This design comes from an exercise in tuning for small area on the open sky130 flow, not from production work. Function was not checked in any run shown here: the RTL went through the layout flow alone. Power is estimated from default activity; no workload was simulated.

==> flow/design.v, too long to show whole: its modules and the start of the top module <==
// module gauss_filter_top: 1280 lines
// module gauss_fa: 4 lines
// module gauss_ha: 4 lines
module gauss_filter_top
(
  input  logic   clk,
  input  logic   rst,
  input  gauss_pkg::pixel_t pa,
  input  gauss_pkg::pixel_t pb,
  input  gauss_pkg::pixel_t pc,
  input  gauss_pkg::pixel_t pd,
  input  gauss_pkg::pixel_t pe,
  output gauss_pkg::pixel_t p_out
);
  // ...
==> flow/run.sh <==
#!/bin/bash
# synth_recipe.tcl (not shown) runs the flow's synth.tcl, then flattens the netlist and writes it again
# the make line also repeats each setting of config.mk as NAME=value (left out here)
make -C /OpenROAD-flow-scripts/flow DESIGN_CONFIG=/design/flow/config.mk WORK_HOME=/design/flow/orfs CLKGATE_MAP_FILE= SYNTH_SCRIPT=/design/flow/synth_recipe.tcl finish
==> flow/config.mk <==
export PLATFORM = sky130hd
export DESIGN_NAME = gauss_filter_top
export DESIGN_NICKNAME = gauss_filter_top
export VERILOG_FILES = /design/flow/design.v
export SDC_FILE = /design/flow/constraint.sdc
export NUM_CORES = 4
export LEC_CHECK = 0
export CAP_MARGIN = 20
export CORE_MARGIN = 2
export CORE_UTILIZATION = 40
export SLEW_MARGIN = 20
export SYNTH_HIERARCHICAL = 1
==> flow/constraint.sdc <==
create_clock -name core_clock -period 5.0 [get_ports {clk}]
set_input_delay 1.0000 -clock core_clock [delete_from_list [all_inputs] [get_ports {clk}]]
set_output_delay 1.0000 -clock core_clock [all_outputs]
set_load 0.01 [all_outputs]
==> metrics.md, run 1 <==
| Metric | Value |
|---|---|
| Outcome | timing/DRC/antenna clean |
| Pin count of the biggest net entering global routing | 82 |
| Met1 Track Usage GR | 16.7% |
| CTS clk-pin slew, worst paths | 60 ps |
| Metal2 WL | 9.81 mm |
| CP max FO | 2 |
| Core area | 33,500 µm² |
| Cts repair resizes | 0 |
| Final Cell Area | 16,000 µm² |
| Synth Area in XOR/XNOR | 0.377% |
| P_comb | 5150 µW |
| Data required, critical path | 5390 ps |
| Layout non-clock buf frac | 4.74% |
| Overall power | 11,700 µW |
| Reg2reg path depth | 11 |
| PD cells | 734 nW/µm² |
| Portion of netlist area occupied by mux cells | 0.0736% |
| Num sequential | 317 |
| CP Launch Type | input pin |
| CP bufs+invs | 2 |
| GR Overflow Total | 0 |
| Initial antenna violation count | 0 |
| Combinational power share | 43.9% |
| Final setup TNS | 0 ps |
| Rows | 67 |
| Tap Cells | 448 |
| Layout filler cell count | 2,970 |
| Reg-to-reg startpoint | xv0[0] |
| # diodes | 0 |
| Leakage | 0.00694 µW |
| CP most frequent cell | fa_1 |
| Max-slew headroom | 38.2% |
| Port Buf Inserts | 49 |
| Crit-path slowest cell | clkdlybuf4s50_1 |
| Final Wtd Congestion | 0.765 |
| Most common cell in the netlist | dfxtp_1 |
| Synth Register Bits | 317 |
| Sequential share of the synthesized area | 46.6% |
==> run 2: changes to the inputs <==
--- a/flow/config.mk
+++ b/flow/config.mk
@@ -8,5 +8,7 @@
 export CAP_MARGIN = 20
 export CORE_MARGIN = 2
 export CORE_UTILIZATION = 40
+export CTS_BUF_LIST = sky130_fd_sc_hd__clkbuf_4 sky130_fd_sc_hd__clkbuf_8
+export CTS_CLUSTER_SIZE = 30
 export SLEW_MARGIN = 20
 export SYNTH_HIERARCHICAL = 1
==> run 2 against run 1 <==
  * Combinational power barely moved
  * Sequential share of layout area rose by 0.10 points
  * Critical endpoint unchanged
  * Die area did not move
  * Clock skew rose by 28 ps
  * Wire length rose by 0.43%
  * Power fell by 1.7%
  * Clock-buffer cell count rose by 30
  * Critical path type unchanged
  * Final cell count rose by 1.8%
  * Via count rose by 0.87%
  * Utilization fell by 0.12 points
  * Synthesized cell count did not move
==> metrics.md, run 2 <==
| Metric | Value |
|---|---|
| Worst R2R Setup Slack | 300 ps (was 330 ps) |
| Main flop type after synthesis | dfxtp_1 (unchanged) |
| Synth warnings | 8 (unchanged) |
| Max-slew violation count | 0 (unchanged) |
| Biggest register | dly (unchanged) |
| Core area | 33,500 µm² (unchanged) |
| CP cell instances | clkdlybuf4s50_1, inv_1, fa_1, fa_1, fa_1, fa_1, ha_1, fa_1, fa_1, fa_1, fa_1, nor2b_1 (unchanged) |
| Post-Syn Area | 13,600 µm² (unchanged) |
| Max FFs per register | 168 (unchanged) |
| Reg2reg path depth | 12 (was 11) |
| Routed vias/inst | 4.02 (was 4.06) |
| Post-synth EDFFs | 0 (unchanged) |
| Initial antenna violation count | 0 (unchanged) |
| Hold-fix buffers at CTS | 0 (unchanged) |
| Grt met2 use | 21.9% (was 22.0%) |
| Synth area leaders | dfxtp_1 47%, fa_1 35%, ha_1 7.3% (unchanged) |
| Fin crit period | 4700 ps (was 4760 ps) |
| Final Worst Setup Slack | 299 ps (was 243 ps) |
| CTS tree | built (unchanged) |
| Worst setup path category | in -> reg (unchanged) |
| Data required, critical path | 5440 ps (was 5390 ps) |
| Pin count of the biggest net entering global routing | 82 (unchanged) |
| Drt drc | 0 (unchanged) |
| Layout filler cell count | 2,997 (was 2,970) |
| R2r endpoint | r2p[11] (was r4p[11]) |
| Most frequent cells in the layout | 317 x dfxtp_1, 240 x fa_1, 168 x inv_1 (unchanged) |
| Final net count | 1,434 (was 1,417) |
| Skew final | 44.5 ps (was 16.4 ps) |
| Synth Register Bits | 317 (unchanged) |
| Syn avg cell area | 14.4 µm² (unchanged) |
| Hold Fails Final Rpt | 0 (unchanged) |
| Main combinational cell family by area after synthesis | adder cells (unchanged) |
| Initial core utilization | 40.6% (unchanged) |
| Post-synth cell types | 24 (unchanged) |
| Least-Margin Pin Slew | 933 ps (was 927 ps) |
| Commonest non-fill, non-tap cell in the layout | dfxtp_1 (unchanged) |
| Vias in the first global route | 7,395 (was 7,322) |
| Die H | 188 µm (unchanged) |
| Share of the clock period used by the worst path | 94.0% (was 95.1%) |
| Synth cell count leaders | 317 x dfxtp_1, 240 x fa_1, 168 x inv_1, 79 x ha_1, 71 x nor2b_1 (unchanged) |
| Post-DP HPWL | 15.8 mm (unchanged) |
| Total Wirelength | 20.0 mm (was 19.9 mm) |
| Busiest grt layer | met2 (unchanged) |
| CP max FO | 2 (unchanged) |
| Final setup viols | 0 (unchanged) |
| Synth async-reset ratio | 0% (unchanged) |
| Critical path capture point | xv0[8] (unchanged) |
| Postcts setup bufs | 0 (unchanged) |
| Synth Area in Compound Gates | 0.101% (unchanged) |
| Global routing met3 resource utilization | 2.59% (was 2.03%) |
| Sequential share of the synthesized area | 46.6% (unchanged) |
| # diodes | 0 (unchanged) |
| Skew-Pair Late Insertion Delay | 590 ps (was 520 ps) |
| CTS clk-pin slew, worst paths | 60 ps (about the same) |
| Rows | 67 (unchanged) |
| Final Wtd Congestion | 0.765 (unchanged) |
| Avg WL per Cell | 12.8 µm (was 13.0 µm) |
| Port Buf Inserts | 49 (unchanged) |
| Highest Clock Rate | 213 MHz (was 210 MHz) |
| First-pass GRT wire length | 36.2 mm (was 35.9 mm) |
| Area grow syn2layout | 17.2% (was 17.5%) |
| Vias | 6,262 (was 6,208) |
| Cts repair resizes | 0 (unchanged) |
| Die area | 35,500 µm² (unchanged) |
| Syn Inst Count | 947 (unchanged) |
| Worst Hold Class | reg -> reg (unchanged) |
| Simple logic cell fraction of the synthesized area | 5.12% (unchanged) |
| DRT antenna net count | 0 (unchanged) |
| Share of layout cells above drive strength 1 | 11.6% (was 8.96%) |
| Clk sinks | 317 (unchanged) |
| GR Overflow Total | 0 (unchanged) |
| Final hold slack | 309 ps (was 312 ps) |
| Max cap viols | 0 (unchanged) |
| Crit-path slowest cell | clkdlybuf4s50_1 (unchanged) |
| CP Data Arrival Time | 5140 ps (about the same) |
| Yosys top cell by area | dfxtp_1 (unchanged) |
| Beginning of the critical path | pc[1] (unchanged) |
| CTS root buf | clkbuf_8 (was clkbuf_16) |
| Met1 Track Usage GR | 16.6% (was 16.7%) |
| Crit path capture type | flip-flop (unchanged) |
| CP top delay family | adder cells (unchanged) |
| Final setup TNS | 0 ps (unchanged) |
| Outcome | timing/DRC/antenna clean (unchanged) |
| Top Registers | dly x168, r3p x17, r4p x17 (unchanged) |
| CTS H-tree lvls | 2 (unchanged) |
| 1st-iter DRT viols | 122 (was 118) |
| Portion of netlist area occupied by mux cells | 0.0736% (unchanged) |
| Die width | 188 µm (unchanged) |
| VDD IR max | 354 µV (was 349 µV) |
| PD cells | 723 nW/µm² (was 734 nW/µm²) |
| I/O pins | 50 (unchanged) |
| Mapped Nets | 1,308 (unchanged) |
| Leakage | 0.00697 µW (was 0.00694 µW) |
| CP Depth | 12 (unchanged) |
| Top-area cell type share of the netlist area | 46.6% (unchanged) |
| RSZ-0062 raised after global routing | false (unchanged) |
| CP Launch Type | input pin (unchanged) |
| Synth Area in XOR/XNOR | 0.377% (unchanged) |
| Num CTS Buffers | 52 (was 35) |
| Clock Path Buffers | 3 (unchanged) |
| CP most frequent cell | fa_1 (unchanged) |
| Reg-to-reg startpoint | xv0[0] (unchanged) |
| Max-slew headroom | 37.8% (was 38.2%) |
| CP bufs+invs | 2 (unchanged) |
| Global-route usage over all layers | 12.9% (was 12.8%) |
| Slowest stage delay, CP | 470 ps (about the same) |
| Adder-Cell Fraction of Synth Area | 42.6% (unchanged) |
| Most common cell in the netlist | dfxtp_1 (unchanged) |
| Detailed Routing Iterations Pass 1 | 4 (unchanged) |
| Dpl ws | -320 ps (unchanged) |
run 2: cell count changes in the layout (fill, tap and decap cells not counted), sizes merged:
| cell | previous run | this run |
|---|---|---|
| clkbuf | 48 | 78 |
| clkinvlp | 4 | 0 |
| clkinv | 10 | 11 |
run 2: worst min-delay path by stage:
stage | end | cells past startpoint | from | slack, ps
after floorplan | dly[10][0] | 0 | dly[9][0] | 310
after global placement | dly[9][1] | 0 | dly[8][1] | 310
after detailed placement | dly[10][6] | 0 | dly[9][6] | 310
after CTS | dly[11][6] | 0 | dly[10][6] | 300
after global routing | dly[11][6] | 0 | dly[10][6] | 310
final | dly[11][6] | 0 | dly[10][6] | 310
run 2: kinds of logic after synthesis:
family,after synthesis
adders and majority gates,319
DFF,317
buffers and inverters,181
and+or+nand+nor,122
xor gates and xnor gates,5
AOI/OAI and AO/OA,2
muxes,1
run 2: power by group:
part,leakage [µW],switching (µW),internal (µW)
clock,0.000583,978,1280
sequential,0.00266,372,3780
combinational,0.00373,2520,2610
total,0.00697,3870,7670
run 2: metrics by stage:
step,total power (µW),std cells,utilization [%],instance area (µm²)
final,11500,1557,47.6,15900
after global placement,9470,1467,44.3,14900
after detailed placement,9570,1467,44.3,14900
after global routing,13100,1557,47.6,15900
after CTS,11900,1557,47.6,15900
after floorplan,8170,947,-,13600
run 2: Yosys stat by module (local to each module, per instance):
module | flops+latches | copies in the design | area, µm²
gauss_fa | 0 | 240 | 20.0
gauss_ha | 0 | 35 | 12.5
gauss_filter_top | 317 | 1 | 8360
run 2: area by class of cell:
type	count	area [µm²]	share of cell area, %
Tap cell	448	561	3.52
Inverter	168	631	3.95
Sequential cell	317	6350	39.8
Clock inverter	12	93.8	0.588
Timing Repair Buffer	85	758	4.75
Multi-Input combinational cell	449	6570	41.2
Clock buffer	78	992	6.22
run 2: per-layer routing:
metal / up-vias / routed length [µm]
met1: 3146 / 9080
met5: - / 0
li1: 3019 / -
met2: 63 / 9830
met4: 0 / 430
met3: 34 / 648

## port drivers added, routing unchanged
Ports are ideal in the flow. The routed layouts listed here were re-timed in OpenROAD.
Step 1: set_driving_cell puts a clkbuf_16 on clk and a buf_2 on each other input, an assumption about the parent block.
Step 2 adds t to the input delays and takes it off the output delays; t is the mean of the earliest and latest rising clock arrival at the registers after step 1. Input paths then give back, and output paths get back, about the clock's delay inside the block.
Three values: no drivers, after step 1, after step 2; two values: the first two.
| run | t (ns) | setup WS [ns] | hold WS [ns] | worst setup path at the end | pins driven straight from the clock port |
|---|---|---|---|---|---|
| run 1 | 0.560 | 0.243 / 0.268 / -0.292 | 0.312 / 0.312 / 0.312 | input to register | 1 |
| run 2 | 0.614 | 0.299 / 0.301 / -0.296 | 0.309 / 0.309 / 0.309 | input to register | 1 |
With both steps, setup timing fails in run 1 and run 2, where it was met with ideal ports. For run 2, which loses most, drivers alone change the setup slack by +0.002 ns; drivers and shift together by -0.595 ns.
